This design comes from an exercise in tuning for small area on the open sky130 flow, not from production work. Where RTL was checked, it was by simulation tests only, not by an equivalence proof against the original. No functional check of the RTL was part of runs 1, 2 and 4. Power and IR drop assume default switching activity.

## flow/config.mk

```make
export PLATFORM = sky130hd
export DESIGN_NAME = nipcb_top
export DESIGN_NICKNAME = nipcb_top
export VERILOG_FILES = /design/flow/design.v
export SDC_FILE = /design/flow/constraint.sdc
export NUM_CORES = 4
export LEC_CHECK = 0
export CAP_MARGIN = 20
export CORE_MARGIN = 2
export CORE_UTILIZATION = 40
export CTS_BUF_LIST = sky130_fd_sc_hd__clkbuf_4
export CTS_CLUSTER_SIZE = 12
export SLEW_MARGIN = 20
```

## flow/constraint.sdc

```tcl
create_clock -name core_clock -period 6.0 [get_ports {HCLK}]
set_input_delay 1.2000 -clock core_clock [delete_from_list [all_inputs] [get_ports {HCLK}]]
set_output_delay 1.2000 -clock core_clock [all_outputs]
set_load 0.01 [all_outputs]
```

## flow/design.v

```verilog
`timescale 1ns/1ns
package nipcb_pkg;
	localparam int DATA_WIDTH = 32;
	localparam int MAG_W = 16;
	localparam int CH_COUNT = 4;
endpackage
`timescale 1ns/1ns
`timescale 1ns/1ns
`timescale 1ns/1ns
`timescale 1ns/1ns
module nipcb_top #(
	parameter int unsigned ADDR_BASE = 0
) (
	input logic HCLK,
	input logic HRESETn,
	input logic HSEL,
	input logic [7:0] HADDR,
	input logic [1:0] HTRANS,
	input logic [2:0] HSIZE,
	input logic HWRITE,
	input logic [31:0] HWDATA,
	input logic HREADY,
	output logic [31:0] HRDATA,
	output logic HREADYOUT,
	output logic HRESP,
	output logic [19:0] stim_out
);
	logic accept;
	logic bad;
	logic [3:0] strb;
	logic dp_read;
	logic dp_write;
	logic err_first;
	logic err_second;
	logic [3:0] dp_idx;
	logic [3:0] dp_strb;
	assign accept = HSEL && HTRANS[1] && HREADY;
	assign bad = (HADDR >= 8'd44) || HSIZE[2] || (HSIZE[1] && HSIZE[0]) ||
		(HWRITE && HADDR[5:2] == 4'd1);
	always_comb begin
		case (HSIZE[1:0])
			2'b00: strb = 4'b0001 << HADDR[1:0];
			2'b01: strb = HADDR[1] ? 4'b1100 : 4'b0011;
			default: strb = 4'b1111;
		endcase
	end
	always_ff @(posedge HCLK) begin
		if (!HRESETn) begin
			dp_read <= 1'b0;
			dp_write <= 1'b0;
			err_first <= 1'b0;
			err_second <= 1'b0;
		end else begin
			dp_read <= accept && !bad && !HWRITE;
			dp_write <= accept && !bad && HWRITE;
			err_first <= accept && bad;
			err_second <= err_first;
		end
	end
	always_ff @(posedge HCLK) begin
		dp_idx <= HADDR[5:2];
		dp_strb <= strb;
	end
	assign HREADYOUT = !err_first;
	assign HRESP = err_first || err_second;
	logic conf;
	logic [1:0] ch_sel;
	logic [31:0] cyc_high, cyc_low, cyc_delay, cyc_stall, cyc_count;
	logic [15:0] mag_high, mag_low;
	logic [31:0] wdata;
	logic [3:0] lane;
	logic sel_conf, sel_ch, sel_high, sel_low, sel_delay, sel_stall, sel_count;
	logic sel_magh, sel_magl, sel_trig;
	assign wdata = HRESETn ? HWDATA : 32'd0;
	assign lane = HRESETn ? (dp_write ? dp_strb : 4'b0000) : 4'b1111;
	assign sel_trig = dp_idx == 4'd0;
	assign sel_conf = dp_idx == 4'd2;
	assign sel_ch = dp_idx == 4'd3;
	assign sel_high = dp_idx == 4'd4;
	assign sel_low = dp_idx == 4'd5;
	assign sel_delay = dp_idx == 4'd6;
	assign sel_stall = dp_idx == 4'd7;
	assign sel_count = dp_idx[3] && dp_idx[1:0] == 2'd0;
	assign sel_magh = dp_idx[3] && dp_idx[1:0] == 2'd1;
	assign sel_magl = dp_idx[3] && dp_idx[1];
	always_ff @(posedge HCLK) begin
		if (lane[0] && (sel_conf || !HRESETn)) conf <= wdata[0];
		if (lane[0] && (sel_ch || !HRESETn)) ch_sel <= wdata[1:0];
		for (int b = 0; b < 4; b++) begin
			if (lane[b] && (sel_high || !HRESETn)) cyc_high[b*8 +: 8] <= wdata[b*8 +: 8];
			if (lane[b] && (sel_low || !HRESETn)) cyc_low[b*8 +: 8] <= wdata[b*8 +: 8];
			if (lane[b] && (sel_delay || !HRESETn)) cyc_delay[b*8 +: 8] <= wdata[b*8 +: 8];
			if (lane[b] && (sel_stall || !HRESETn)) cyc_stall[b*8 +: 8] <= wdata[b*8 +: 8];
			if (lane[b] && (sel_count || !HRESETn)) cyc_count[b*8 +: 8] <= wdata[b*8 +: 8];
		end
		for (int b = 0; b < 2; b++) begin
			if (lane[b] && (sel_magh || !HRESETn)) mag_high[b*8 +: 8] <= wdata[b*8 +: 8];
			if (lane[b] && (sel_magl || !HRESETn)) mag_low[b*8 +: 8] <= wdata[b*8 +: 8];
		end
	end
	localparam logic [2:0] ST_IDLE = 3'b000;
	localparam logic [2:0] ST_DELAY = 3'b001;
	localparam logic [2:0] ST_STALL = 3'b011;
	localparam logic [2:0] ST_HIGH = 3'b110;
	localparam logic [2:0] ST_LOW = 3'b100;
	logic [2:0] state;
	logic running;
	logic stim_start;
	logic [31:0] cnt;
	logic [31:0] pulses;
	logic cnt_last;
	logic pulse_last;
	logic [1:0] q_ch;
	logic [31:0] q_high, q_low, q_stall;
	logic [15:0] q_magh, q_magl;
	assign running = state[2] || state[0];
	always_ff @(posedge HCLK) begin
		if (!HRESETn) begin
			stim_start <= 1'b0;
		end else begin
			stim_start <= dp_write && sel_trig && dp_strb[0] && HWDATA[0] && conf && !running;
		end
	end
	always_ff @(posedge HCLK) begin
		if (!running) begin
			q_ch <= ch_sel;
			q_low <= cyc_low;
			q_stall <= cyc_stall;
			q_magh <= mag_high;
			q_magl <= mag_low;
		end
	end
	assign cnt_last = cnt[31:1] == 31'd0;
	assign pulse_last = pulses[31:1] == 31'd0;
	logic [31:0] qh_d;
	assign qh_d = running ? q_high : cyc_high;
	always_ff @(posedge HCLK) q_high <= qh_d;
	always_ff @(posedge HCLK) begin
		if (running && !cnt_last) begin
			cnt <= cnt - 1'b1;
		end else begin
			case (state)
				ST_IDLE: cnt <= (cyc_delay != 32'd0) ? cyc_delay : qh_d;
				ST_HIGH: cnt <= q_low;
				ST_LOW: cnt <= (q_stall != 32'd0) ? q_stall : qh_d;
				default: cnt <= qh_d;
			endcase
		end
	end
	always_ff @(posedge HCLK) begin
		if (!running) begin
			pulses <= cyc_count;
		end else if (cnt_last && (state == ST_STALL || (state == ST_LOW && q_stall == 32'd0))) begin
			pulses <= pulses - 1'b1;
		end
	end
	always_ff @(posedge HCLK) begin
		if (!HRESETn) begin
			state <= ST_IDLE;
		end else if (!running) begin
			if (stim_start) state <= (cyc_delay != 32'd0) ? ST_DELAY : ST_HIGH;
		end else if (cnt_last) begin
			case (state)
				ST_DELAY: state <= ST_HIGH;
				ST_HIGH: state <= ST_LOW;
				default: begin
					if (state == ST_LOW && q_stall != 32'd0) state <= ST_STALL;
					else if (pulse_last) state <= ST_IDLE;
					else state <= ST_HIGH;
				end
			endcase
		end
	end
	always_comb begin
		stim_out = 20'd0;
		if (state[2]) begin
			stim_out[19:16] = 4'b0001 << q_ch;
			stim_out[15:0] = state[1] ? q_magh : q_magl;
		end
	end
	always_comb begin
		HRDATA = 32'd0;
		if (dp_read) begin
			case (dp_idx)
				4'd1: HRDATA[0] = running;
				4'd2: HRDATA[0] = conf;
				4'd3: HRDATA[1:0] = ch_sel;
				4'd4: HRDATA = cyc_high;
				4'd5: HRDATA = cyc_low;
				4'd6: HRDATA = cyc_delay;
				4'd7: HRDATA = cyc_stall;
				4'd8: HRDATA = cyc_count;
				4'd9: HRDATA[15:0] = mag_high;
				4'd10: HRDATA[15:0] = mag_low;
				default: HRDATA = 32'd0;
			endcase
		end
	end
endmodule
```

## flow/run.sh

```bash
#!/bin/bash
# synth_recipe.tcl (not shown) runs the flow's synth.tcl, then flattens the netlist and writes it again
# the make line also repeats each setting of config.mk as NAME=value (left out here)
make -C /OpenROAD-flow-scripts/flow DESIGN_CONFIG=/design/flow/config.mk WORK_HOME=/design/flow/orfs CLKGATE_MAP_FILE= SYNTH_SCRIPT=/design/flow/synth_recipe.tcl finish
```

==> summary.txt, run 1 <==
- Setup violations remaining at the end of the flow were counted as 0.
- For this run, the leading register cell type out of synthesis is sky130_fd_sc_hd__edfxtp_1.
- The flow ran to the end and the layout has no timing, DRC or antenna violations.
- The die boundary height is 209 um.
- The worst clock skew is 40.8 ps.
- The analysis attributes to net switching a power of 0.00138 W.
- The clock tree from TritonCTS is done.
- The data required time at the worst endpoint is 4800 ps.
- Counting flops with an async set or reset pin after synthesis yields a share of 0.
- The initial antenna violation count is 1.
- The clock reaches the later pin of the worst-skew pair after 750 ps.
- The post-synthesis to final-layout area growth is 18.4%.
- STA classifies the critical path startpoint as a register.
- Counting cells, the worst reg-to-reg path comes to 9.
- The relative contribution of the clock network to total power is 0.393.
- The timing-limited maximum frequency is 0.194 GHz.
- In the global route stage, met3 resource usage came out at 0.0473.
- The worst flop-to-flop path startpoint is state[0].
- Together, buffers and inverters on the worst path number 2.
- The core outline area is 41700 um2.
- Clock-pin slew was measured on the worst setup and hold paths at 70 ps.
- The post-CTS setup buffer count is 0.
- The top-area cell type share of the netlist area is 0.581.
- The sequential cells in the finished layout cover a total of 11400 um2.
- The met2 capacity usage during global routing is 0.349.
- The global routing met1 resource utilization is 0.294.
- In this run the tightest slew margin relative to its limit is 0.243.
- The layer flagged by global routing as most heavily used is met2.
- For hold timing, the worst endpoint is q_low[9].
- The routed layout has 12000 vias.
- The critical path goes through nand2_1 -> nor2_2 -> buf_4 -> a22oi_1 -> a31oi_1 -> clkdlybuf4s50_1.
- After detailed routing, the average wire length per cell comes to 22.6 um.
- In this run the power density over the cells is 302 nW/um2.
- The floorplan row count is 75.
- By area the synthesized netlist is led by sky130_fd_sc_hd__edfxtp_1 58%, sky130_fd_sc_hd__dfxtp_1 9.5%, sky130_fd_sc_hd__a22oi_1 3.9%.
- The total area of multi-input combinational cells is 5130 um2.
- The number of unique standard cell types used by synthesis is 54.
- The area of the die is 43700 um2.
- The setup check on the worst reg-to-reg path leaves a slack of 2170 ps.
- Setup repair after global routing left no endpoint under its margin.
- The maximum level of the CTS H-tree is 3.
- The worst setup path is captured at an output port.
- Subtracting the final worst setup slack from the clock period gives 5150 ps.
- The critical path start-end classification is register to output port.
- For this run, the total global-route usage over all layers was measured as 0.218.
- Port buffering added 102 buffers.
- For this run, the post-layout net count is 1540.
- The maximum number of pins on one net before global-route repair is 100.
- The filler cells instantiated in the layout total 3818.
- The leakage power is 6.94 nW.
- For this block, the routed nets add up to 47600 um of wire.
- The startpoint of the worst hold path is cyc_low[9].
- Clock tree synthesis selected as its root buffer the cell sky130_fd_sc_hd__clkbuf_4.
- For this configuration, the core starts out at a cell density of 0.403.
- Of the total power, combinational logic draws 0.048.
- The first-pass GRT wire length is 71900 um.
- In this run the horizontal extent of the chip is 209 um.
- After synthesis, the mean cell area works out to 12.7 um2.
- Once the clock tree was built, the resizer swapped 0 gates to a different size.
- The number of ports placed on the die boundary is 104.
- Counting instances, the worst hold path has a depth of 0.
- Of the cells placed in the final design, the portion with a size suffix greater than 1 is 0.153.
- The critical path startpoint is dp_idx[1].
- Counting the buffers created by CTS gives 100.
- After legalization and detailed placement, the total HPWL measured 30900 um.
- Clock tree synthesis found a total of 405 sinks.
- The final antenna-violating net count is 0.
- Hold repair after CTS inserted 0 buffers.
- The clock passes through at most 3 buffers.
- The part of the total power dissipated in sequential elements is 0.559.
- The largest driver fanout on the critical path is 17.
- The worst register-to-register path ends at cnt[21].
- The cell taking the most area after synthesis is sky130_fd_sc_hd__edfxtp_1.
- The worst hold slack across all endpoints is 433 ps.
- Counting every instance in the synthesized netlist gives 1323.
- The total count of hold-check failures in the final report is 0.
- The number of search-and-repair iterations in the first detailed-routing pass is 6.
- Of the total power, the share spent switching nets is 0.231.
- The largest single stage delay on the critical path is 840 ps.
- The synthesized design contains 405 register bits.
- Yosys mapped a number of flops with a built-in enable equal to 325.
- At the pin with the least slew margin, the transition time is 1130 ps.
- The final-report max-slew violation count is 0.
- The internal portion of total power is 0.00462 W.
- For this run, design rule violations remaining after detail routing come to 0.
- The endpoint arrival time on the critical path is 3950 ps.
- The worst-case IR drop observed on VDD is 0.000171 V.
- The sequential area share after synthesis is 0.676.
- The cell with the largest stage delay on the worst path is sky130_fd_sc_hd__nor2_2.
- The detail-routed via count per cell is 5.71.
- The part of the cycle the worst path needs is 0.858.
- The worst hold path belongs to the class register to register.
- The number of global-route vias before repair came to 12100.
- The final total negative setup slack is 0 ps.
- When the netlist entered floorplanning its net count stood at 1375.
- At the end of routability-driven placement, the weighted congestion stood at 0.855.
- The critical path crosses 6 cells after its start point.
- The iteration-0 DRC count of the detailed router is 1625.
- The tool flagged a number of max-cap violations equal to 0.
- The post-synthesis instance area is 16800 um2.
- Broken down by cell family, the worst path's largest delay share belongs to simple AND/OR/NAND/NOR gates.
- For this run, the number of Yosys warnings is 1.
- The remaining global-route overflow is 0.
==> worst max path at each step <==
stage / to / slack [ps]
finish: HRDATA[26] / 850
global placement: HRDATA[26] / 1650
global route: HRDATA[26] / 670
floorplan: pulses[0] / 1260
detailed placement: HRDATA[18] / 1640
CTS: HRDATA[26] / 800
==> cell usage in the layout (no fill, tap or decap), types with 8 or more instances in the layout <==
cell	netlist	routed
sky130_fd_sc_hd__nand3_1	10	10
sky130_fd_sc_hd__and2_1	36	36
sky130_fd_sc_hd__clkinv_2	0	9
sky130_fd_sc_hd__o21ai_1	2	10
sky130_fd_sc_hd__nor4_1	30	30
sky130_fd_sc_hd__nand4_1	10	10
sky130_fd_sc_hd__clkinv_1	1	15
sky130_fd_sc_hd__clkbuf_4	0	155
sky130_fd_sc_hd__or3_1	10	10
sky130_fd_sc_hd__xnor2_1	41	41
sky130_fd_sc_hd__nand2b_1	8	8
sky130_fd_sc_hd__a221oi_1	27	27
sky130_fd_sc_hd__a21oi_1	39	39
sky130_fd_sc_hd__inv_1	22	22
sky130_fd_sc_hd__dfxtp_1	80	80
sky130_fd_sc_hd__nor3_1	24	21
sky130_fd_sc_hd__a22oi_1	87	87
sky130_fd_sc_hd__xor2_1	15	15
sky130_fd_sc_hd__nor2_1	74	69
sky130_fd_sc_hd__clkdlybuf4s50_1	0	101
sky130_fd_sc_hd__a222oi_1	18	18
sky130_fd_sc_hd__edfxtp_1	325	325
sky130_fd_sc_hd__o21ai_0	77	68
sky130_fd_sc_hd__nand2_1	169	169
sky130_fd_sc_hd__mux2_2	10	10
sky130_fd_sc_hd__buf_4	0	34
sky130_fd_sc_hd__mux2i_1	33	33
sky130_fd_sc_hd__a31oi_1	42	42
==> power groups by stage <==
stage	registers (W)	clock network, W	logic [W]
after global routing	0.00337	0.00257	0.000318
after detailed placement	0.00341	0	0.000286
after global placement	0.00340	0	0.000282
after CTS	0.00335	0.00241	0.000288
final	0.00335	0.00236	0.000289
after floorplan	0.00336	0	0.000175
==> cell type report <==
cell class                      count  share of cell area
Multi-Input combinational cell    821               0.258
Inverter                           23             0.00459
Clock buffer                      155              0.0585
Sequential cell                   405               0.571
Tap cell                          539              0.0339
Timing Repair Buffer              137              0.0653
Clock inverter                     28             0.00849
Antenna cell                        1            0.000126
==> per-layer routing <==
metal | wire length (um) | part of all wire
met5 | 0 | 0
met4 | 987 | 0.021
met3 | 3910 | 0.082
met2 | 22700 | 0.48
met1 | 20000 | 0.42
==> worst reg2reg max path: stages, from the launching register on <==
cell and delay, ps:
sky130_fd_sc_hd__dfxtp_1 300, sky130_fd_sc_hd__buf_4 290, sky130_fd_sc_hd__inv_1 580, sky130_fd_sc_hd__nand2_1 190, sky130_fd_sc_hd__buf_4 320, sky130_fd_sc_hd__inv_6 620, sky130_fd_sc_hd__buf_4 740, sky130_fd_sc_hd__o21ai_0 240
sky130_fd_sc_hd__a31oi_1 300, sky130_fd_sc_hd__mux2i_1 120
==> logic make-up after synthesis <==
group,synth area share
compound gates,0.129
xor+xnor,0.0292
fa+ha+maj,0.00149
buf+inv,0.0238
flops,0.676
mux,0.0277
simple gates,0.113
==> synth_stat cells, types with 7 or more instances <==
| cell | instances |
|---|---|
| sky130_fd_sc_hd__inv_1 | 22 |
| sky130_fd_sc_hd__nand2_1 | 169 |
| sky130_fd_sc_hd__nor3_1 | 24 |
| sky130_fd_sc_hd__a21oi_1 | 39 |
| sky130_fd_sc_hd__and2_1 | 36 |
| sky130_fd_sc_hd__mux2i_1 | 33 |
| sky130_fd_sc_hd__a31oi_1 | 42 |
| sky130_fd_sc_hd__dfxtp_1 | 80 |
| sky130_fd_sc_hd__nor4_1 | 30 |
| sky130_fd_sc_hd__a222oi_1 | 18 |
| sky130_fd_sc_hd__mux2_2 | 10 |
| sky130_fd_sc_hd__a221oi_1 | 27 |
| sky130_fd_sc_hd__nand3_1 | 10 |
| sky130_fd_sc_hd__or4_1 | 7 |
| sky130_fd_sc_hd__xnor2_1 | 41 |
| sky130_fd_sc_hd__xor2_1 | 15 |
| sky130_fd_sc_hd__or3_1 | 10 |
| sky130_fd_sc_hd__nand2b_1 | 8 |
| sky130_fd_sc_hd__a22oi_1 | 87 |
| sky130_fd_sc_hd__clkbuf_1 | 65 |
| sky130_fd_sc_hd__nor2_1 | 74 |
| sky130_fd_sc_hd__edfxtp_1 | 325 |
| sky130_fd_sc_hd__nand4_1 | 10 |
| sky130_fd_sc_hd__o21ai_0 | 77 |
==> per-stage QoR <==
stage / util / total power, W / instance area (um2) / setup WS, ps / std cells
after floorplan: - / 0.00353 / 16800 / 1260 / 1323
after global placement: 0.445 / 0.00369 / 18500 / 1650 / 1924
after detailed placement: 0.445 / 0.00370 / 18500 / 1640 / 1924
after CTS: 0.477 / 0.00604 / 19900 / 798 / 2107
after global routing: 0.477 / 0.00625 / 19900 / 673 / 2109
final: 0.477 / 0.00600 / 19900 / 854 / 2109
==> registers in the layout (all words and copies together), names as in the netlist, 2 cells and up <==
name       flops
ch_sel         2
cnt           32
cyc_count     32
cyc_delay     32
cyc_high      32
cyc_low       32
cyc_stall     32
dp_idx         4
dp_strb        4
mag_high      16
mag_low       16
pulses        32
q_ch           2
q_high        32
q_low         32
q_magh        16
q_magl        16
q_stall       32
state          3
==> run 2: changes to the inputs <==
--- a/flow/config.mk
+++ b/flow/config.mk
@@ -9,5 +9,5 @@
 export CORE_MARGIN = 2
 export CORE_UTILIZATION = 40
-export CTS_BUF_LIST = sky130_fd_sc_hd__clkbuf_4
-export CTS_CLUSTER_SIZE = 12
+export CTS_BUF_LIST = sky130_fd_sc_hd__clkbuf_8
+export CTS_CLUSTER_SIZE = 20
 export SLEW_MARGIN = 20
==> run 2 against run 1 <==
  * Global-route usage fell by 0.067 points
  * Via count fell by 2.5%
  * Synthesized cell count did not move
  * Non-clock buffer count did not move
  * Core utilization fell by 0.11 points
  * Cell count fell by 3.0%
  * Die area did not move
  * First-iteration DRC count fell by 6.5%
  * Critical path type unchanged
  * Largest cell class unchanged
==> summary.txt, run 2 <==
- The number of antenna diodes in the final layout is 0.
- Port buffering added 102 buffers.
- Setup violations remaining at the end of the flow were counted as 0.
- In the post-synthesis netlist, the cell with the most instances is sky130_fd_sc_hd__edfxtp_1.
- In the final timing run, aggregate negative setup slack is 0 ps.
- The final route contains 11700 vias.
- The share of the synthesized netlist area taken by xor and xnor gates is 0.0292.
- After synthesis, the cell types taking the most area are sky130_fd_sc_hd__edfxtp_1 58%, sky130_fd_sc_hd__dfxtp_1 9.5%, sky130_fd_sc_hd__a22oi_1 3.9%.
- The number of filler cells placed in the layout is 3786.
- In this run the count of I/O pins placed on the die edge is 104.
- For this run, the share of the core covered by cells in the final layout is 0.476.
- After synthesis the cells add up to 16800 um2.
- The flip-flop and latch area is 11400 um2.
- The number of nets in the synthesized netlist is 1375.
- The startpoint identified for the worst register-to-register timing path is state[0].
- The flow ran to the end and the layout has no timing, DRC or antenna violations.
- The timing-limited maximum frequency is 0.199 GHz.
- In this run the critical register-to-register path is captured at cnt[21].
- The number of clock buffers added by TritonCTS is 67.
- The gate count of the mapped netlist is 1323.
- The total chip power is 0.00600 W.
- The routed design has 47700 um of wire.
- The clock tree from TritonCTS is done.
- The cell taking the most area after synthesis is sky130_fd_sc_hd__edfxtp_1.
- The iteration-0 DRC count of the detailed router is 1520.
- The worst voltage drop across the vdd grid is 0.000149 V.
- The total count of hold-check failures in the final report was 0.
- The fraction of met3 tracks used by global routing is 0.0488.
- Setup repair after global routing left no endpoint under its margin.
- The largest driver fanout on the critical path is 17.
- The predominant post-synthesis flop cell is sky130_fd_sc_hd__edfxtp_1.
- The die boundary height is 209 um.
- The share of cell area taken by muxes after synthesis is 0.0277.
- The initialized floorplan defines 75 standard-cell rows.
- The first-pass GRT wire length is 71500 um.
- The most common cell after layout, fill and taps aside is sky130_fd_sc_hd__edfxtp_1.
- The pin slew with the least headroom to its limit is 1140 ps.
- Of the cells placed in the final design, the portion with a size suffix greater than 1 is 0.106.
- The finished layout holds 2045 standard cells, fillers aside.
- The endpoint arrival time on the critical path is 3820 ps.
- After clock tree synthesis, the flow added hold-fix buffers numbering 0.
- Data on the critical path is required at its endpoint by 4800 ps.
- The worst hold path was traced through 0 stages.
- The number of unique standard cell types used by synthesis is 54.
- The clock sink count is 405.
- The maximum clock path buffer count is 3.
- The die is 209 um wide.
- The remaining global-route overflow is 0.
- The placed cell count is 1924.
- Across the run, the number of max-cap violations was 0.
- The maximum number of pins on one net before global-route repair is 100.
- The minimum period implied by the final worst setup slack is 5020 ps.
- The post-CTS clock slew at the launch and capture registers of the worst setup and hold paths is 70 ps.
- Power spread over the standard cell area amounts to 302 nW/um2.
- The initial utilization of the core area, before any placement, comes to 0.403.
- The fraction of the mapped netlist area in compound gates is 0.129.
- The number of synthesis warnings is 1.
- Of the total synthesized cell area, the portion taken by AND, OR, NAND and NOR gates is 0.113.
- For this run, the detailed router's first-pass iteration total came to 6.
- In this run the number of H-tree levels came out at 3.
- The min-delay analysis places its worst path in the category register to register.
- Averaged over all synthesized cells, the footprint is 12.7 um2.
- The global-route total usage across every layer is 0.217.
- The final-report max-slew violation count was 0.
- Headroom to the max-slew limit came out at 0.238.
- The sequential area share after synthesis is 0.676.
- Between clock sinks in the finished design, the worst skew comes to 29.1 ps.
- The congestion estimate from routability-driven global placement came to 0.855.
- The detail route stage leaves a number of antenna-violating nets equal to 0.
- Across all setup checks in the final design, the least slack found is 981 ps.
- Leaving out fill and tap cells, the most frequent cells in the layout are 325 x sky130_fd_sc_hd__edfxtp_1, 169 x sky130_fd_sc_hd__nand2_1, 101 x sky130_fd_sc_hd__clkdlybuf4s50_1, 87 x sky130_fd_sc_hd__a22oi_1, 80 x sky130_fd_sc_hd__dfxtp_1.
- The setup check on the worst reg-to-reg path leaves a slack of 2190 ps.
- The total area of multi-input combinational cells is 5130 um2.
- After synthesis, the share of flip-flops with an asynchronous set or reset is 0.
- The largest family of logic cells by synthesized area is compound AO/OA/AOI/OAI gates.
- Counting cells, the worst reg-to-reg path comes to 9.
- The destination of the worst hold path is q_low[11].
- After detailed routing, the average wire length per cell comes to 23.3 um.
- Of the total synthesized cell area, the portion taken by full adders, half adders and majority gates is 0.00149.
- Dividing the final minimum period by the clock period gives 0.836.
- For this run, design rule violations remaining after detail routing come to 0.
- The placed wire-length estimate after detailed placement is 30900 um.
- The floorplan step defined a core boundary enclosing 41700 um2.
- Buffers added to address setup during post-CTS repair amount to 0.
- In this run the most critical hold path is launched from cyc_low[11].
- The worst-case setup slack after placement is 1640 ps.
- The area of the die is 43700 um2.
- The met2 capacity usage during global routing is 0.350.
- The clock root buffer master is sky130_fd_sc_hd__clkbuf_8.
- The top-area cell type share of the netlist area is 0.581.
- The net count of the finished layout is 1507.
- The number of global-route vias before repair was 11900.
- The post-synthesis to final-layout area growth is 18.1%.
- Summed over all cells, the static leakage comes to 6.88 nW.
- STA classifies the critical path startpoint as a register.
- STA classifies the critical path endpoint as an output port.
- The synthesized design contains 325 enable-type register cells.
- The busiest metal layer after global routing is met2.
- The number of register bits inferred by synthesis is 405.
- The number of gates resized after cts is 0.
- The commonest cells after synthesis are 325 x sky130_fd_sc_hd__edfxtp_1, 169 x sky130_fd_sc_hd__nand2_1, 87 x sky130_fd_sc_hd__a22oi_1, 80 x sky130_fd_sc_hd__dfxtp_1, 77 x sky130_fd_sc_hd__o21ai_0.
- The global routing met1 resource utilization is 0.291.
- The detail-routed via count per cell is 5.74.
- The initial antenna violation count is 0.
- The worst setup path is of the register to output port kind.
- Clock latency on the worst-skew pair, taken at its later pin, is 600 ps.
-- run 2: cell counts after synthesis --
Identical to the previous run, type by type.
-- run 2: critical path, stage by stage, from the launching register on --
cell	delay, ps
sky130_fd_sc_hd__dfxtp_1	750
sky130_fd_sc_hd__nand2_1	200
sky130_fd_sc_hd__nor2_2	840
sky130_fd_sc_hd__buf_4	400
sky130_fd_sc_hd__a22oi_1	110
sky130_fd_sc_hd__a31oi_1	310
sky130_fd_sc_hd__clkdlybuf4s50_1	610
-- run 2: kinds of logic (layout without fill, tap and decap cells) --
logic type               Yosys count  in the layout
flip-flops                       405            405
XOR/XNOR                          56             56
multiplexers                      44             44
buffers and inverters             97            280
AO/OA/AOI/OAI                    316            316
AND/OR/NAND/NOR                  403            403
adder cells (fa/ha/maj)            2              2
-- run 2: worst max path at each step --
stage / start / to / slack [ps] / depth (start not counted)
2_1_floorplan: cnt[27] / pulses[0] / 1260 / 5
3_3_place_gp: dp_idx[1] / HRDATA[26] / 1650 / 6
3_5_place_dp: dp_idx[3] / HRDATA[18] / 1640 / 6
4_1_cts: dp_idx[1] / HRDATA[26] / 980 / 6
5_1_grt: dp_idx[1] / HRDATA[26] / 850 / 6
6_report: dp_idx[1] / HRDATA[26] / 980 / 6
-- run 2: cell type report --
class,instances,area share
flip-flops and latches,405,0.572
clock buffers,74,0.0513
clock inverters,46,0.0136
well taps,539,0.0340
inverters,23,0.00460
multi-input cells,821,0.259
repair buffers,137,0.0654
-- run 2: power by group --
part	switching (W)	internal (W)	total, W
Combinational	0.000169	0.000121	0.000290
Clock	0.00109	0.00126	0.00235
Sequential	0.000122	0.00323	0.00336
Total	0.00138	0.00462	0.00600
-- run 2: layer usage --
metal  vias up  routed length [um]
met5         -                   0
met3        75                3970
li1       5344                   -
met1      5785               20100
met4         0                1080
met2       530               22600
-- run 2: stage by stage --
stage,area (um2),hold WS (ps)
after CTS,19800,437
after global placement,18500,430
after global routing,19800,449
after detailed placement,18500,433
final,19800,440
after floorplan,16800,418
==> run 3: changes to the inputs <==
--- a/flow/design.v
+++ b/flow/design.v
@@ -125,4 +125,5 @@
 		if (!running) begin
 			q_ch <= ch_sel;
+			q_high <= cyc_high;
 			q_low <= cyc_low;
 			q_stall <= cyc_stall;
@@ -133,7 +134,4 @@
 	assign cnt_last = cnt[31:1] == 31'd0;
 	assign pulse_last = pulses[31:1] == 31'd0;
-	logic [31:0] qh_d;
-	assign qh_d = running ? q_high : cyc_high;
-	always_ff @(posedge HCLK) q_high <= qh_d;
 	always_ff @(posedge HCLK) begin
 		if (running && !cnt_last) begin
@@ -141,8 +139,8 @@
 		end else begin
 			case (state)
-				ST_IDLE: cnt <= (cyc_delay != 32'd0) ? cyc_delay : qh_d;
+				ST_IDLE: cnt <= (cyc_delay != 32'd0) ? cyc_delay : cyc_high;
 				ST_HIGH: cnt <= q_low;
-				ST_LOW: cnt <= (q_stall != 32'd0) ? q_stall : qh_d;
-				default: cnt <= qh_d;
+				ST_LOW: cnt <= (q_stall != 32'd0) ? q_stall : q_high;
+				default: cnt <= q_high;
 			endcase
 		end
--- a/flow/config.mk
+++ b/flow/config.mk
@@ -9,5 +9,3 @@
 export CORE_MARGIN = 2
 export CORE_UTILIZATION = 40
-export CTS_BUF_LIST = sky130_fd_sc_hd__clkbuf_8
-export CTS_CLUSTER_SIZE = 20
 export SLEW_MARGIN = 20
==> run 3 against run 2 <==
  * Global-route usage is 0.59 points lower
  * Register-to-register slack better by 360 ps
  * Synthesized cell count is 4.2% lower
  * Still clean on timing, DRC and antenna
==> summary.txt, run 3 <==
- The flow ran to the end and the layout has no timing, DRC or antenna violations.
- The die boundary height is 210 um.
- The maximum clock path buffer count is 3.
- The count of input and output buffers is 102.
- The terminus of the critical flop-to-flop path is cnt[22].
- Of the total synthesized cell area, the portion taken by XOR and XNOR cells is 0.0268.
- Setup repair after global routing left no endpoint under its margin.
- The proportion of layout cells with a drive suffix above 1 is 0.104.
- The final-report max-slew violation count was 0.
- The area of the die is 44200 um2.
- The hold buffer count at CTS is 0.
- On the final layout, the worst clock skew is 33.2 ps.
- The worst hold path passes through 0 cells.
- After the first detailed-routing iteration, the DRC count stood at 1314.
- The final antenna-violating net count is 0.
- The H-tree was split into 2 levels.
- The endpoint arrival time on the critical path is 3660 ps.
- The largest family of logic cells by synthesized area is compound AO/OA/AOI/OAI gates.
- The initial antenna violation count is 0.
- Of the post-synthesis cell area, the dominant cell type holds 0.630.
- The post-CTS setup buffer count is 0.
- The initialized floorplan defines 75 standard-cell rows.
- The synthesized net count is 1319.
- The number of search-and-repair iterations in the first detailed-routing pass is 8.
- The setup slack of the critical path after layout is 1140 ps.
- Based on the critical path, the design can be clocked at up to 0.206 GHz.
- For this run, the number of Yosys warnings is 1.
- The repair_antennas step left the layout with diodes totalling 0.
- For this design the total switching power over the nets is 0.00136 W.
- Cell internal power was estimated by the tool at 0.00499 W.
- The post-synthesis instance area is 17000 um2.
- The maximum number of pins on one net before global-route repair is 80.
- In this run the standard cell core region covers 41900 um2.
- CTS saw 405 sinks.
- The switching part of the total is 0.214.
- Relative to the synthesized area, the layout overhead comes to 18.1%.
- The type of element launching the critical path is a register.
- The worst pin sits at a relative slew slack of 0.178.
- The synthesized design contains 405 register bits.
- The logic depth of the worst register-to-register path is 7.
- The post-synthesis share of cell area spent on and, or, nand and nor gates is 0.114.
- The initial utilization of the core area, before any placement, comes to 0.405.
- The number of enable-type register cells in the synthesized netlist is 357.
- The power density relative to cell area is 316 nW/um2.
- The worst register-to-register path begins at cyc_delay[1].
- Setup violations remaining at the end of the flow were counted as 0.
- For hold timing, the worst endpoint is q_low[26].
- The cell taking the most area after synthesis is sky130_fd_sc_hd__edfxtp_1.
- The width of the die is 210 um.
- Summing all flip-flop and latch instances after layout gives 11700 um2.
- The wire length after detailed routing is 46800 um.
- The share of total power dissipated in the clock network is 0.420.
- The most common cell in the synthesized netlist is sky130_fd_sc_hd__edfxtp_1.
- The clock tree from TritonCTS is done.
- The worst setup path is captured at an output port.
- The pin slew with the least headroom to its limit is 1230 ps.
- For this run, the register share of the synthesized area comes to 0.687.
- The critical path start-end classification is register to output port.
- Of the available clock period, the critical path in the final layout requires 0.810.
- In the final timing run, aggregate negative setup slack is 0 ps.
- Ranked by instance count, the synthesized netlist is headed by 357 x sky130_fd_sc_hd__edfxtp_1, 107 x sky130_fd_sc_hd__nor2_1, 101 x sky130_fd_sc_hd__nand2_1, 81 x sky130_fd_sc_hd__a22oi_1, 57 x sky130_fd_sc_hd__clkbuf_1.
- The worst voltage drop across the vdd grid is 0.000204 V.
- The mean instance size in the synthesized netlist is 13.4 um2.
- The data required time at the worst endpoint is 4800 ps.
- The via count of the routed design is 11300.
- The startpoint of the worst hold path is cyc_low[26].
- The largest driver fanout on the critical path is 17.
- The number of gates resized after cts is 0.
- Using the TritonRoute via totals, the vias-per-cell ratio works out to 5.83.
- After detailed routing, the average wire length per cell comes to 24.1 um.
- In the synthesized netlist the dominant register cell turns out to be sky130_fd_sc_hd__edfxtp_1.
- Of the total synthesized cell area, the portion taken by full adders, half adders and majority gates is 0.00147.
- The number of unique standard cell types used by synthesis is 63.
- The number of filler cells placed in the layout is 3638.
- In the synthesized netlist the async set-or-reset flop fraction comes to 0.
- The minimum period implied by the final worst setup slack is 4860 ps.
- The power share of the combinational group is 0.045.
- Once detailed placement completed, the half-perimeter wirelength came to 30400 um.
- The share of cell area taken by muxes after synthesis is 0.0194.
- Leaving out fill and tap cells, the most frequent cells in the layout are 357 x sky130_fd_sc_hd__edfxtp_1, 103 x sky130_fd_sc_hd__nor2_1, 101 x sky130_fd_sc_hd__nand2_1, 101 x sky130_fd_sc_hd__clkdlybuf4s50_1, 81 x sky130_fd_sc_hd__a22oi_1.
- The worst-case setup slack after placement is 1740 ps.
- The cell sitting at the root of the clock tree is a sky130_fd_sc_hd__clkbuf_16.
- After the last flow step, the layout net total stands at 1422.
- After global routing the overflow that remains totals 0.
- The total area of multi-input combinational cells is 5020 um2.
- The fraction of the mapped netlist area in compound gates is 0.129.
- The total count of hold-check failures in the final report was 0.
- Yosys attributes the largest share of cell area to sky130_fd_sc_hd__edfxtp_1 63%, sky130_fd_sc_hd__dfxtp_1 5.7%, sky130_fd_sc_hd__a22oi_1 3.6%.
- The type of the worst min-delay path is register to register.
- The leakage power is 6.67 nW.
- The first global-routing pass estimated 70100 um of wire.
- Routability-driven placement finished with a final weighted congestion of 0.837.
- The number of buffers inserted during clock tree synthesis is 42.
- The DRC violations left is 0.
- In this run the count of I/O pins placed on the die edge is 104.
- Synthesis produced a netlist whose cell count is 1267.
- The insertion delay of the later-clocked pin in the worst-skew pair is 550 ps.
- The share of total power dissipated in sequential elements is 0.535.
- The number of global-route vias before repair is 11200.
- The setup slack of the worst register-to-register path is 2550 ps.
- Leaving out fill and tap cells, the most frequent cell in the layout is sky130_fd_sc_hd__edfxtp_1.
- Clock-pin slew was measured on the worst setup and hold paths at 60 ps.
- The global-route total usage across every layer is 0.211.
- The tool flagged a number of max-cap violations equal to 0.
[run 3: changes by cell type in the layout (fill, tap and decap cells not counted), moves of 32 or more]
| cell | previous run | this run |
|---|---|---|
| sky130_fd_sc_hd__clkbuf_16 | 0 | 43 |
| sky130_fd_sc_hd__clkbuf_8 | 74 | 2 |
| sky130_fd_sc_hd__dfxtp_1 | 80 | 47 |
| sky130_fd_sc_hd__edfxtp_1 | 325 | 357 |
| sky130_fd_sc_hd__inv_1 | 44 | 9 |
| sky130_fd_sc_hd__nand2_1 | 169 | 101 |
| sky130_fd_sc_hd__nor2_1 | 69 | 103 |
[run 3: worst max-delay path: stages, from the launching register on]
cell	delay, ps
sky130_fd_sc_hd__dfxtp_1	510
sky130_fd_sc_hd__nand2b_1	250
sky130_fd_sc_hd__nor2_2	830
sky130_fd_sc_hd__buf_4	430
sky130_fd_sc_hd__a22oi_1	140
sky130_fd_sc_hd__a31oi_1	340
sky130_fd_sc_hd__clkdlybuf4s50_1	600
[run 3: power groups by stage]
stage	combinational [W]	sequential, W	clock (W)
after CTS	0.000288	0.00339	0.00270
after floorplan	0.000175	0.00340	0
final	0.000288	0.00340	0.00267
after global routing	0.000314	0.00342	0.00281
after detailed placement	0.000286	0.00345	0
after global placement	0.000281	0.00344	0
[run 3: metrics by stage]
step / total power (W) / hold WS, ps / utilization / instance area [um2] / std cells
detailed placement: 0.00374 / 433 / 0.445 / 18600 / 1864
global placement: 0.00373 / 431 / 0.444 / 18600 / 1864
CTS: 0.00639 / 447 / 0.478 / 20100 / 1941
global route: 0.00654 / 456 / 0.479 / 20100 / 1942
finish: 0.00635 / 446 / 0.479 / 20100 / 1942
floorplan: 0.00357 / 426 / - / 17000 / 1267
[run 3: worst max-delay path by stage]
stage	start	to	slack [ps]	depth (start not counted)
2_1_floorplan	state[0]	q_ch[0]	570	5
3_3_place_gp	dp_idx[2]	HRDATA[16]	1780	6
3_5_place_dp	dp_idx[2]	HRDATA[16]	1740	6
4_1_cts	dp_idx[2]	HRDATA[16]	1130	6
5_1_grt	dp_idx[2]	HRDATA[16]	1070	6
6_report	dp_idx[2]	HRDATA[16]	1140	6
[run 3: area by class of cell]
class                   instances  share of cell area
clock inverters                20              0.0127
inverters                      10             0.00212
repair buffers                131              0.0624
multi-input cells             780               0.250
well taps                     539              0.0336
flip-flops and latches        405               0.582
clock buffers                  57              0.0572
[run 3: metal layers]
layer  part of all wire  global-route usage
met1               0.43               0.289
met2               0.47               0.347
met3              0.074              0.0367
met4              0.024              0.0619
met5                  0                   0
[run 3: kinds of logic after synthesis]
kind of cell / count (synthesis)
flops: 405
simple gates: 380
compound gates: 313
buf+inv: 82
xor+xnor: 52
mux: 33
fa+ha+maj: 2
==> run 4: changes to the inputs <==
--- a/flow/design.v
+++ b/flow/design.v
@@ -125,5 +125,4 @@
 		if (!running) begin
 			q_ch <= ch_sel;
-			q_high <= cyc_high;
 			q_low <= cyc_low;
 			q_stall <= cyc_stall;
@@ -134,4 +133,7 @@
 	assign cnt_last = cnt[31:1] == 31'd0;
 	assign pulse_last = pulses[31:1] == 31'd0;
+	logic [31:0] qh_d;
+	assign qh_d = running ? q_high : cyc_high;
+	always_ff @(posedge HCLK) q_high <= qh_d;
 	always_ff @(posedge HCLK) begin
 		if (running && !cnt_last) begin
@@ -139,8 +141,8 @@
 		end else begin
 			case (state)
-				ST_IDLE: cnt <= (cyc_delay != 32'd0) ? cyc_delay : cyc_high;
+				ST_IDLE: cnt <= (cyc_delay != 32'd0) ? cyc_delay : qh_d;
 				ST_HIGH: cnt <= q_low;
-				ST_LOW: cnt <= (q_stall != 32'd0) ? q_stall : q_high;
-				default: cnt <= q_high;
+				ST_LOW: cnt <= (q_stall != 32'd0) ? q_stall : qh_d;
+				default: cnt <= qh_d;
 			endcase
 		end
==> flow/flow/run.sh (new file) <==
#!/bin/bash
# Standard ORFS layout with three changes to how the layout is made:
#  - synthesis maps the combinational logic with an area-oriented ABC script (flow/area.abc);
#    the registers, their names and cell types are those of the standard synthesis,
#  - ports are buffered with the smallest buffer,
#  - clock tree built with mid-size buffers and no dummy loads.
set -euo pipefail
work=$(pwd)
abc_script=$work/flow/area.abc

# The standard flow's synthesis script, with ABC pointed at the area script
{
	printf 'proc abc {args} {\n'
	printf '  set i [lsearch -exact $args -script]\n'
	printf '  if {$i >= 0} { lset args [expr {$i + 1}] %s }\n' "$abc_script"
	printf '  yosys abc {*}$args\n'
	printf '}\n'
	cat synth_recipe.tcl
} > area_synth.tcl

export BUFFER_PORTS_ARGS="-buffer_cell sky130_fd_sc_hd__buf_1"
export CTS_ARGS="-sink_clustering_enable -repair_clock_nets -dont_use_dummy_load -buf_list sky130_fd_sc_hd__clkbuf_8 -sink_clustering_size 24 -sink_clustering_max_diameter 60"

bash standard.sh SYNTH_SCRIPT="$work/area_synth.tcl" finish > "$work/flow.log" 2>&1
==> flow/flow/area.abc (new file) <==
strash
balance -l; resub -K 6 -l; rewrite -l; resub -K 6 -N 2 -l; refactor -l; resub -K 8 -l; balance -l; resub -K 8 -N 2 -l; rewrite -l; resub -K 10 -l; rewrite -z -l; resub -K 10 -N 2 -l; balance -l; resub -K 12 -l; refactor -z -l; resub -K 12 -N 2 -l; rewrite -z -l; balance -l
&get -n
&st
&dch
&nf -R 1000
&put
strash
balance -l; resub -K 6 -l; rewrite -l; resub -K 6 -N 2 -l; refactor -l; resub -K 8 -l; balance -l; resub -K 8 -N 2 -l; rewrite -l; resub -K 10 -l; rewrite -z -l; resub -K 10 -N 2 -l; balance -l; resub -K 12 -l; refactor -z -l; resub -K 12 -N 2 -l; rewrite -z -l; balance -l
&get -n
&st
&dch
&nf -R 1000
&put
topo
==> flow/standard.sh (new file) <==
#!/bin/bash
# synth_recipe.tcl (not shown) runs the flow's synth.tcl, then flattens the netlist and writes it again
# the make line also repeats each setting of config.mk as NAME=value (left out here)
make -C /OpenROAD-flow-scripts/flow DESIGN_CONFIG=/design/flow/config.mk WORK_HOME=/design/flow/orfs CLKGATE_MAP_FILE= SYNTH_SCRIPT=/design/flow/synth_recipe.tcl "${@:-finish}"
removed: flow/run.sh
==> run 4 against run 3 <==
  * Worst hold slack worse by 13 ps
  * Total power is 7.4% higher
  * Highest routed layer unchanged
  * Non-clock buffer count is 3 higher
  * Register-to-register slack worse by 1100 ps
  * Critical path depth is 2 higher
  * Sequential power is about 20% higher
  * Critical path type unchanged
  * Core utilization is 2.6 points lower
  * Still clean
  * Die area is 6.6% lower
==> summary.txt, run 4 <==
- The flow ran to the end and the layout has no timing, DRC or antenna violations.
- After detailed routing, the number of vias per cell comes to 5.96.
- TritonCTS built the clock tree.
- The endpoint arrival time on the critical path is 3590 ps.
- The logic depth of the worst register-to-register path is 13.
- The initial antenna violation count is 0.
- The number of ports placed on the die boundary is 104.
- By count the netlist is led by 325 x sky130_fd_sc_hd__edfxtp_1, 158 x sky130_fd_sc_hd__nand2_1, 121 x sky130_fd_sc_hd__nor2_1, 90 x sky130_fd_sc_hd__a21oi_1, 80 x sky130_fd_sc_hd__dfxtp_1.
- Signal routing reaches up to met4.
- The number of register bits inferred by synthesis is 405.
- The clock arrives with 79.3 ps of skew.
- At the pin with the least slew margin, the transition time is 1170 ps.
- Across the run, the number of max-cap violations was 0.
- The global-route total usage across every layer is 0.217.
- The final-report max-slew violation count came to 0.
- For this run, the leading register cell type out of synthesis is sky130_fd_sc_hd__edfxtp_1.
- The worst register-to-register path begins at pulses[5].
- The worst hold path was traced through 0 stages.
- The critical path start-end classification is register to output port.
- The met3 wirelength from detailed routing is 4080 um.
- The type of element launching the critical path is a register.
- The data required time at the worst endpoint is 4800 ps.
- Buffers added to address setup during post-CTS repair amount to 0.
- The clock passes through at most 3 buffers.
- The number of different library cells used by synthesis comes to 37.
- For this run, the number of Yosys warnings is 1.
- The total area of multi-input combinational cells is 4450 um2.
- The terminus of the critical flop-to-flop path is pulses[30].
- The routed wirelength normalized by instance count is 23.8 um.
- The total count of hold-check failures in the final report came to 0.
- The part of the cycle the worst path needs is 0.798.
- The setup slack of the worst register-to-register path is 1460 ps.
- The library cells used most frequently in the layout, excluding fill and tap cells, are 325 x sky130_fd_sc_hd__edfxtp_1, 158 x sky130_fd_sc_hd__nand2_1, 116 x sky130_fd_sc_hd__nor2_1, 101 x sky130_fd_sc_hd__buf_1, 85 x sky130_fd_sc_hd__a21oi_1.
- In the final timing run, aggregate negative setup slack is 0 ps.
- The clock period could shrink to 4790 ps.
- 0 antenna diodes ended up in the layout.
- Of all nets on the critical path, the largest fanout is 17.
- The worst-case IR drop observed on VDD is 0.000182 V.
- The post-CTS clock slew at the launch and capture registers of the worst setup and hold paths is 110 ps.
- The remaining max-slew budget at the tightest pin is 0.211.
- The wire length on met2 is 20700 um.
- After the first detailed-routing iteration, the DRC count stood at 1773.
- Ranked by total cell area, the synthesized netlist is headed by sky130_fd_sc_hd__edfxtp_1 62%, sky130_fd_sc_hd__dfxtp_1 10%, sky130_fd_sc_hd__a222oi_1 4.9%.
- The maximum level of the CTS H-tree is 1.
- The detail route stage leaves a number of antenna-violating nets equal to 0.
- The post-synthesis to final-layout area growth is 11.0%.
- The destination of the worst hold path is q_low[16].
- The core outline area is 38900 um2.
- The global placer's final weighted congestion is 0.836.
- On the worst path, the slowest cell contributes a delay of 900 ps.
- The pre-antenna-repair detailed-routing pass consisted of 7 iterations.
- The number of filler cells placed in the layout is 3604.
- The element type at the critical path end is an output port.
- Across all layers, the routed design uses 11300 vias.
- The gate count of the mapped netlist is 1210.
- The initial core utilization is 0.408.
- The floorplan step defined a die boundary enclosing 41300 um2.
- The detailed router put a total of 19200 um of wire on met1.
- The remaining global-route overflow is 0.
- The average instance in the mapped netlist occupies 13.1 um2.
- The number of buffers inserted during clock tree synthesis is 30.
- The insertion delay of the later-clocked pin in the worst-skew pair is 650 ps.
- Entering global routing, the biggest net connects 78 pins.
- After clock tree synthesis, the repair step resized 0 gates.
- For this design, the slowest cell found on the critical path is sky130_fd_sc_hd__and2_1.
- The post-synthesis instance area is 15900 um2.
- The async set-or-reset flop fraction in the synthesized netlist is 0.
- Of the synthesized area, sequential elements account for 0.716.
- The count of input and output buffers is 102.
- The DRC violations left is 0.
- For this design, the CTS-stage hold fixing added 0 buffers.
- Summed over all cells, the static leakage comes to 5.78 nW.
- Setup repair after global routing left no endpoint under its margin.
- The proportion of layout cells with a drive suffix above 1 is 0.0575.
- The first-pass GRT wire length is 67500 um.
- The share of synthesized area in the top cell type comes to 0.615.
- The number of nets in the synthesized netlist is 1262.
- The setup slack of the critical path after layout is 1210 ps.
- OpenSTA, run right after detailed placement, puts the worst setup slack at 1540 ps.
- The number of global-route vias before repair came to 10900.
- The power density relative to cell area is 387 nW/um2.
- The library cell used most frequently in the layout, excluding fill and tap cells, is sky130_fd_sc_hd__edfxtp_1.
- The type of the worst min-delay path is register to register.
- The clock sink count is 405.
- In this run, synthesis inferred 325 flip-flops with an integrated enable.
- The most common cell in the synthesized netlist is sky130_fd_sc_hd__edfxtp_1.
- The timing-limited maximum frequency is 0.209 GHz.
- The cell taking the most area after synthesis is sky130_fd_sc_hd__edfxtp_1.
- The wire length after detailed routing is 45000 um.
- The tree is rooted in a sky130_fd_sc_hd__clkbuf_8.
- The flip-flop and latch area is 11400 um2.
- The total setup violations reported at the end of the flow is 0.
- The die boundary height is 203 um.
- Traced cell by cell, the critical path runs through nor2b_1 -> and2_1 -> buf_4 -> a222oi_1 -> nand2_1 -> nor2_1 -> a21oi_1 -> buf_1.
- The wire-length estimate of the detail-placed layout is 29500 um.
- The worst hold path begins at cyc_low[16].
- The floorplan row count is 72.
- The final net count is 1428.
- The floorplan step set the die width to 203 um.
run 4: stage by stage:
step | hold WS [ps] | std cells | utilization | power (W) | instance area [um2]
5_1_grt | 448 | 1892 | 0.452 | 0.00718 | 17600
4_1_cts | 432 | 1892 | 0.452 | 0.00685 | 17600
3_3_place_gp | 429 | 1862 | 0.441 | 0.00555 | 17200
3_5_place_dp | 432 | 1862 | 0.442 | 0.00560 | 17200
6_report | 433 | 1892 | 0.452 | 0.00682 | 17600
2_1_floorplan | 418 | 1210 | - | 0.00498 | 15900
run 4: worst max path at each step:
stage,from,to,slack [ps],depth (start not counted)
floorplan,state[2],cnt[25],990,7
global placement,pulses[5],pulses[30],1570,13
detailed placement,pulses[5],pulses[30],1540,13
CTS,dp_idx[2],HRDATA[0],1230,8
global route,dp_idx[2],HRDATA[0],1010,8
finish,dp_idx[2],HRDATA[0],1210,8
run 4: per-layer routing:
layer / global-route usage / vias up
met5: 0 / -
met2: 0.345 / 586
met1: 0.309 / 5554
met3: 0.0337 / 69
li1: - / 5071
met4: 0.0641 / 0
run 4: cells by family after synthesis:
group | synth area share
AOI/OAI and AO/OA | 0.136
xor gates and xnor gates | 0.0133
adders and majority gates | 0.00158
buffers and inverters | 0.00663
DFF | 0.716
and+or+nand+nor | 0.126
run 4: where the power goes:
part | leakage (nW) | internal, W | switching (W)
registers | 3.98 | 0.00371 | 0.000379
logic | 1.58 | 0.000450 | 0.00101
clock network | 0.216 | 0.000446 | 0.000821
run 4: worst max-delay path, delay by kind of cell, from the launching register on:
kind                   cells  cell delay (ps)
buffers and inverters      2              640
DFF                        1              490
AOI/OAI and AO/OA          2              320
and+or+nand+nor            4             1530
run 4: final cells by class:
type	instances	area share
multi-input combinational	777	0.253
tap	518	0.0368
sequential	405	0.645
timing repair buffer	134	0.0355
clock buffer	30	0.0235
inverter	28	0.00625
==> run 5: changes to the inputs <==
--- a/flow/design.v
+++ b/flow/design.v
@@ -136,7 +136,9 @@
 	assign qh_d = running ? q_high : cyc_high;
 	always_ff @(posedge HCLK) q_high <= qh_d;
+	logic [31:0] dec_out;
+	assign dec_out = (cnt_last ? pulses : cnt) - 1'b1;
 	always_ff @(posedge HCLK) begin
 		if (running && !cnt_last) begin
-			cnt <= cnt - 1'b1;
+			cnt <= dec_out;
 		end else begin
 			case (state)
@@ -152,5 +154,5 @@
 			pulses <= cyc_count;
 		end else if (cnt_last && (state == ST_STALL || (state == ST_LOW && q_stall == 32'd0))) begin
-			pulses <= pulses - 1'b1;
+			pulses <= dec_out;
 		end
 	end
--- a/flow/flow/run.sh
+++ b/flow/flow/run.sh
@@ -20,5 +20,5 @@
 
 export BUFFER_PORTS_ARGS="-buffer_cell sky130_fd_sc_hd__buf_1"
-export CTS_ARGS="-sink_clustering_enable -repair_clock_nets -dont_use_dummy_load -buf_list sky130_fd_sc_hd__clkbuf_8 -sink_clustering_size 24 -sink_clustering_max_diameter 60"
+export CTS_ARGS="-sink_clustering_enable -repair_clock_nets -dont_use_dummy_load -buf_list sky130_fd_sc_hd__clkbuf_8 -sink_clustering_size 16 -sink_clustering_max_diameter 50"
 
 bash standard.sh SYNTH_SCRIPT="$work/area_synth.tcl" finish > "$work/flow.log" 2>&1
--- a/flow/config.mk
+++ b/flow/config.mk
@@ -8,4 +8,4 @@
 export CAP_MARGIN = 20
 export CORE_MARGIN = 2
-export CORE_UTILIZATION = 40
+export CORE_UTILIZATION = 65
 export SLEW_MARGIN = 20
==> run 5 against run 4 <==
  * Still clean
  * Via count decreased by 0.43%
  * Sequential share of layout area increased by 0.63 points
  * Global-route usage increased by 11 points
  * Count of clock-buffer cells in the layout increased by 7
  * Synthesized cell count decreased by 1.7%
  * Fmax decreased by 15%
  * Cell count decreased by 11%
  * Die area decreased by 38%
==> summary.txt, run 5 <==
- For this run, the register share of the synthesized area comes to 0.721.
- The power density relative to cell area is 355 nW/um2.
- The top cell types in the final layout, fill and taps aside, are 325 x sky130_fd_sc_hd__edfxtp_1, 194 x sky130_fd_sc_hd__nand2_1, 123 x sky130_fd_sc_hd__a21oi_1, 101 x sky130_fd_sc_hd__buf_1, 80 x sky130_fd_sc_hd__dfxtp_1.
- Synthesis produced a netlist with a net count of 1240.
- In this run, synthesis inferred 325 flip-flops with an integrated enable.
- The floorplan row count is 56.
- The final antenna-violating net count is 0.
- The area growth from synthesis to layout is 10.7%.
- The post-synthesis instance area is 15800 um2.
- Sorting the synthesized cells by how often they occur yields 325 x sky130_fd_sc_hd__edfxtp_1, 194 x sky130_fd_sc_hd__nand2_1, 127 x sky130_fd_sc_hd__a21oi_1, 80 x sky130_fd_sc_hd__dfxtp_1, 75 x sky130_fd_sc_hd__nor2_1.
- The initial antenna violation count is 0.
- Of the post-synthesis cell area, the dominant cell type holds 0.620.
- The type of the worst min-delay path is register to register.
- The clock root buffer master is sky130_fd_sc_hd__clkbuf_8.
- The slowest stage of the critical path is the sky130_fd_sc_hd__or3_1 cell.
- The die boundary height is 160 um.
- The number of synthesis warnings is 1.
- The number of search-and-repair iterations in the first detailed-routing pass is 7.
- The detailed router finished its first iteration with 1876 violations.
- The cell seen most often among critical-path stages is sky130_fd_sc_hd__nand4_1.
- The critical path start-end classification is register to register.
- Yosys mapped the design onto 43 distinct sky130hd cell types.
- The final net count is 1410.
- The initial utilization of the core area, before any placement, comes to 0.667.
- The die is 160 um wide.
- The minimum period implied by the final worst setup slack is 5650 ps.
- The async set-or-reset flop fraction in the synthesized netlist is 0.
- For this run, the share of the core covered by cells in the final layout is 0.738.
- Clock tree synthesis inserted a total of 37 buffers.
- The count of input and output buffers is 102.
- The type of element launching the critical path is a register.
- The pin slew with the least headroom to its limit is 1150 ps.
- Counting along the longest clock path gives a buffer depth of 3.
- The number of filler cells placed in the layout is 1606.
- The placed wire-length estimate after detailed placement is 26000 um.
- Timing would allow up to 0.177 GHz.
- The total inserted antenna cells is 0.
- CTS built an H-tree with a depth of 2.
- The tree built by TritonCTS fans out to 405 sinks.
- The run finished with no timing, DRC or antenna violations.
- Prior to clock tree synthesis, the placed netlist has a worst setup slack of 180 ps.
- The first-pass GRT wire length is 62700 um.
- By area the synthesized netlist is led by sky130_fd_sc_hd__edfxtp_1 62%, sky130_fd_sc_hd__dfxtp_1 10%, sky130_fd_sc_hd__nand2_1 4.6%.
- The global placer's final weighted congestion is 0.902.
- Once routing completed, OpenROAD measured the worst setup slack at 348 ps.
- The wire length on met2 is 19100 um.
- Traced cell by cell, the critical path runs through nor4_4 -> nand4_1 -> nor2_4 -> mux2i_1 -> buf_4 -> ha_1 -> nand4_1 -> or3_1 -> nor4_2 -> nand2_1 -> or3_1 -> nor3_2 -> nand2_1 -> nor2_1 -> and3_1 -> and2_0 -> nand4_1 -> or2_0 -> a211o_1 -> nor3_1 -> xor2_1 -> a21oi_1.
- The worst clock skew is 57.4 ps.
- The met3 wirelength from detailed routing is 4390 um.
- The global-route total usage across every layer is 0.324.
- The average instance in the mapped netlist occupies 13.2 um2.
- Counting flops and latches in the post-synthesis netlist gives 405.
- Post-CTS timing repair inserted 0 buffers for setup.
- The longest individual stage delay on the worst path is 440 ps.
- The predominant post-synthesis flop cell is sky130_fd_sc_hd__edfxtp_1.
- Leaving out fill and tap cells, the most frequent cell in the layout is sky130_fd_sc_hd__edfxtp_1.
- After detailed routing, the number of vias per cell comes to 6.70.
- TritonCTS built the clock tree.
- The via count of the routed design is 11200.
- The largest total area in the synthesized netlist belongs to sky130_fd_sc_hd__edfxtp_1.
- Setup repair after global routing could not meet its margin everywhere.
- The most common cell in the synthesized netlist is sky130_fd_sc_hd__edfxtp_1.
- The met1 wire length is 16800 um.
- After detailed routing, the total wire length is 41400 um.
- At the worst endpoint, the arrival time is 5920 ps.
- The number of hold buffers added after CTS was 0.
- The total count of hold-check failures in the final report came to 0.
- The count of maximum capacitance violations is 0.
- The worst hold slack across all endpoints is 429 ps.
- The largest driver fanout on the critical path is 4.
- The number of ports placed on the die boundary is 104.
- The core outline area is 23600 um2.
- The total setup violations reported at the end of the flow is 0.
- The leakage power is 6.01 nW.
- The area of the die is 25500 um2.
- In the synthesized netlist, the number of instances is 1189.
- Dividing the final minimum period by the clock period gives 0.942.
- In the final layout, the share of cells above drive strength 1 is 0.0759.
- The final-report max-slew violation count came to 0.
- The remaining global-route overflow is 0.
- The routed wirelength normalized by instance count is 24.7 um.
- For this run, design rule violations remaining after detail routing come to 0.
- The number of global-route vias before repair is 10800.
- For the worst setup path, the data required time is 6270 ps.
- The insertion delay of the later-clocked pin in the worst-skew pair is 570 ps.
- After detailed routing, no signal wire sits above met4.
- The remaining max-slew budget at the tightest pin is 0.229.
- The final total negative setup slack is 0 ps.
- Clock-pin slew was measured on the worst setup and hold paths at 90 ps.
- Entering global routing, the biggest net connects 56 pins.
- STA classifies the critical path endpoint as a register.
- The worst voltage drop across the vdd grid is 0.000219 V.
==> run 5: cell types whose count changed after synthesis, sizes merged, moves of 10 or more <==
cell | previous run | this run
a21o | 0 | 10
a21oi | 90 | 127
a221o | 2 | 14
a221oi | 2 | 27
a222oi | 78 | 51
a22oi | 6 | 20
a31oi | 64 | 17
nand2 | 158 | 194
nor2 | 121 | 75
o21ai | 55 | 36
or3 | 16 | 3
or4 | 12 | 0
==> run 5: layout make-up <==
type | count | area [um2] | area share
inverter | 23 | 91.3 | 0.00524
timing repair buffer | 131 | 614 | 0.0352
tap | 319 | 399 | 0.0229
sequential | 405 | 11400 | 0.652
multi-input combinational | 761 | 4460 | 0.256
clock buffer | 37 | 509 | 0.0292
==> run 5: path summary, 6_finish.rpt <==
path	cells after the start	slack [ps]	to	start
worst max-delay path	22	350	pulses[30]	cnt[17]
worst min-delay path	0	430	q_magl[8]	mag_low[8]
worst max register to register	22	350	pulses[30]	cnt[17]
worst min register to register	0	430	q_magl[8]	mag_low[8]
==> run 5: stage by stage <==
| step | cell area, um2 | cells | total power [W] |
|---|---|---|---|
| 5_1_grt | 17400 | 1676 | 0.00642 |
| 2_1_floorplan | 15800 | 1189 | 0.00436 |
| 3_5_place_dp | 16800 | 1639 | 0.00478 |
| 6_report | 17400 | 1676 | 0.00618 |
| 4_1_cts | 17300 | 1676 | 0.00612 |
| 3_3_place_gp | 16800 | 1639 | 0.00476 |
==> run 5: what timing repair did <==
item | 4_1_cts | 5_1_grt
gates resized for setup | 0 | 17
setup endpoints to repair | 0 | 6
hold endpoints to repair | 0 | 0
==> run 5: worst max-delay path: cells and delay by family, from the launching register on <==
kind                       cells  cell delay, ps
DFF                            1             340
buffers and inverters          1             150
adders and majority gates      1             190
xor gates and xnor gates       1             250
and+or+nand+nor               16            3780
muxes                          1             250
AOI/OAI and AO/OA              2             420
==> run 5: cell families after synthesis <==
logic type,count (synthesis),share of synthesized area
AO/OA/AOI/OAI,336,0.146
XOR/XNOR,11,0.00612
AND/OR/NAND/NOR,410,0.119
multiplexers,3,0.00191
buffers and inverters,23,0.00548
flip-flops,405,0.721
adder cells (fa/ha/maj),1,0.000794
==> run 5: report_power, final <==
| group | leakage (nW) | internal (W) | switching (W) |
|---|---|---|---|
| sequential | 3.99 | 0.00350 | 0.000223 |
| combinational | 1.76 | 0.000332 | 0.000745 |
| clock | 0.266 | 0.000553 | 0.000830 |
==> run 5: metal layers <==
metal  up-vias  GRT usage
met5         -          0
met4         0      0.104
met1      5403      0.484
li1       5012          -
met2       729      0.502
met3        87     0.0449
==> run 6: changes to the inputs <==
--- a/flow/config.mk
+++ b/flow/config.mk
@@ -6,6 +6,6 @@
 export NUM_CORES = 4
 export LEC_CHECK = 0
-export CAP_MARGIN = 20
+export CAP_MARGIN = 5
 export CORE_MARGIN = 2
 export CORE_UTILIZATION = 65
-export SLEW_MARGIN = 20
+export SLEW_MARGIN = 5
==> run 6 against run 5 <==
  * Still clean
  * Sequential power about the same
  * Total power barely moved
  * Die area is the same
  * Clock power hardly changed
  * Design area fell by 0.15%
  * Cell count barely moved
  * Critical path type unchanged
==> summary.txt, run 6 <==
- Headroom to the max-slew limit came out at 0.136.
- The initial utilization of the core area, before any placement, comes to 0.667.
- The number of search-and-repair iterations in the first detailed-routing pass is 8.
- The final net count is 1409.
- The global placer's final weighted congestion is 0.902.
- The cell taking the most area after synthesis is sky130_fd_sc_hd__edfxtp_1.
- The type of element launching the critical path is a register.
- Detailed routing inserted a total of 11200 vias.
- In the synthesized netlist, the number of instances is 1189.
- The number of filler cells placed in the layout is 1607.
- The count of input and output buffers is 102.
- In this run the count of I/O pins placed on the die edge is 104.
- The top-area cell type share of the netlist area is 0.620.
- After synthesis, the cell types taking the most area are sky130_fd_sc_hd__edfxtp_1 62%, sky130_fd_sc_hd__dfxtp_1 10%, sky130_fd_sc_hd__nand2_1 4.6%.
- The total count of hold-check failures in the final report is 0.
- For this run, the top clock speed supported by timing is 0.175 GHz.
- The die is 160 um wide.
- The most common cell after layout, fill and taps aside is sky130_fd_sc_hd__edfxtp_1.
- The total inserted antenna cells is 0.
- Clock-pin slew was measured on the worst setup and hold paths at 100 ps.
- The data required time at the worst endpoint is 6280 ps.
- The later pin in the worst-skew pair is clocked with a latency of 570 ps.
- The die boundary height is 160 um.
- The synthesized net count is 1240.
- Across the routed clock network, the largest skew measured is 52.8 ps.
- The setup slack of the critical path after layout is 286 ps.
- The number of buffers inserted during clock tree synthesis is 36.
- The final-report max-slew violation count is 0.
- The clock sink count is 405.
- CTS built an H-tree with a depth of 2.
- The worst setup path endpoint is pulses[30].
- For this run, the number of Yosys warnings is 1.
- The number of unique standard cell types used by synthesis is 43.
- The routed wirelength normalized by instance count is 24.6 um.
- The run finished with no timing, DRC or antenna violations.
- The minimum period implied by the final worst setup slack is 5710 ps.
- After legalization and detailed placement, the total HPWL measured 26000 um.
- Among cell families on the critical path, the largest total delay comes from simple AND/OR/NAND/NOR gates.
- The initial antenna violation count is 0.
- The async set-or-reset flop fraction in the synthesized netlist is 0.
- The final antenna-violating net count is 0.
- The critical path startpoint is cnt[13].
- At the pin with the least slew margin, the transition time is 1300 ps.
- The critical path depth is 22.
- After detailed routing, the total wire length is 41300 um.
- The maximum number of pins on one net before global-route repair is 56.
- The tool flagged a number of max-cap violations equal to 0.
- The number of global-route vias before repair is 10700.
- The worst flop-to-flop path startpoint is cnt[13].
- After floorplanning, the core was sized to cover 23600 um2.
- The area of the die is 25500 um2.
- The global-route total usage across every layer is 0.321.
- On the critical path, the stage with the largest delay is an instance of sky130_fd_sc_hd__or3_1.
- Once layout is complete, the cells apart from fillers number 1675.
- The element type at the critical path end is a register.
- The first routing iteration left 1977 violations.
- The largest driver fanout on the critical path is 4.
- After floorplanning, the core was divided into 56 placement rows.
- The clock root buffer master is sky130_fd_sc_hd__clkbuf_8.
- The first global-routing pass estimated 62400 um of wire.
- The critical path goes through nor4_2 -> nand4_1 -> nor2_4 -> mux2i_2 -> buf_4 -> ha_1 -> nand4_1 -> or3_1 -> nor4_2 -> nand2_1 -> or3_1 -> nor3_2 -> nand2_1 -> nor2_1 -> and3_1 -> and2_0 -> nand4_1 -> or2_0 -> a211o_1 -> nor3_1 -> xor2_1 -> a21oi_1.
- The count of buffer and inverter cells on the critical path is 1.
- The number of enable-type register cells in the synthesized netlist is 325.
- For this run, the register share of the synthesized area comes to 0.721.
- The placed cell count is 1639.
- Relative to the synthesized area, the layout overhead comes to 10.5%.
- Summed over all cells, the static leakage comes to 6.00 nW.
- The logic depth of the worst register-to-register path is 22.
- The worst hold path belongs to the class register to register.
- The commonest cells after synthesis are 325 x sky130_fd_sc_hd__edfxtp_1, 194 x sky130_fd_sc_hd__nand2_1, 127 x sky130_fd_sc_hd__a21oi_1, 80 x sky130_fd_sc_hd__dfxtp_1, 75 x sky130_fd_sc_hd__nor2_1.
- The endpoint arrival time on the critical path is 6000 ps.
[run 6: cell counts after synthesis]
Identical to the previous run, type by type.
[run 6: layout make-up]
class                           count  area [um2]  share of cell area
Tap cell                          319         399              0.0229
Timing Repair Buffer              131         614              0.0353
Multi-Input combinational cell    761        4450               0.256
Sequential cell                   405       11400               0.653
Inverter                           23        91.3             0.00525
Clock buffer                       36         495              0.0285
[run 6: per-layer routing]
metal,routed length [um],global-route usage,vias up
met5,0,0,-
met4,960,0.0884,0
met3,4470,0.0491,71
met2,19000,0.495,713
met1,16900,0.487,5457
li1,-,-,5007
[run 6: kinds of logic (layout without fill, tap and decap cells)]
logic type,Yosys count,in the layout,share of synthesized area
AOI/OAI and AO/OA,336,336,0.146
buffers and inverters,23,190,0.00548
DFF,405,405,0.721
and+or+nand+nor,410,410,0.119
muxes,3,3,0.00191
adders and majority gates,1,1,0.000794
xor gates and xnor gates,11,11,0.00612
[run 6: report_power, final]
part | total, W | internal [W] | switching (W)
Clock | 0.00137 | 0.000539 | 0.000834
Sequential | 0.00372 | 0.00350 | 0.000226
Combinational | 0.00108 | 0.000334 | 0.000745
Total | 0.00618 | 0.00437 | 0.00180
[run 6: repair_timing]
action                                  4_1_cts  5_1_grt
endpoints found under the setup margin        0        6
resized for setup                             0       17
hold buffers                                  0        0
[run 6: per-stage QoR]
step                      TNS, ps  area (um2)  total power [W]  utilization  hold slack, ps
final                           0       17400          0.00618        0.737             416
after global routing        -79.5       17400          0.00641        0.737             419
after CTS                       0       17300          0.00610        0.734             414
after detailed placement        0       16800          0.00479        0.713             430
after global placement          0       16800          0.00476        0.713             424
after floorplan                 0       15800          0.00436            -             406
[run 6: how the worst min path moves through the flow]
stage | startpoint | to | slack, ps | cells after the start
2_1_floorplan | cnt[0] | cnt[0] | 410 | 1
3_3_place_gp | q_high[30] | q_high[30] | 420 | 2
3_5_place_dp | cnt[0] | cnt[0] | 430 | 1
4_1_cts | mag_low[4] | q_magl[4] | 410 | 0
5_1_grt | mag_low[4] | q_magl[4] | 420 | 0
6_report | mag_low[4] | q_magl[4] | 420 | 0

Re-timed with assumed drivers on the ports (clkbuf_16 on the clock, buf_2 on other inputs), run 6 has 0.286 ns of setup slack against 0.286 ns with ideal ports, and 0.286 ns once port delays also move by the mid clock arrival of 0.583 ns.
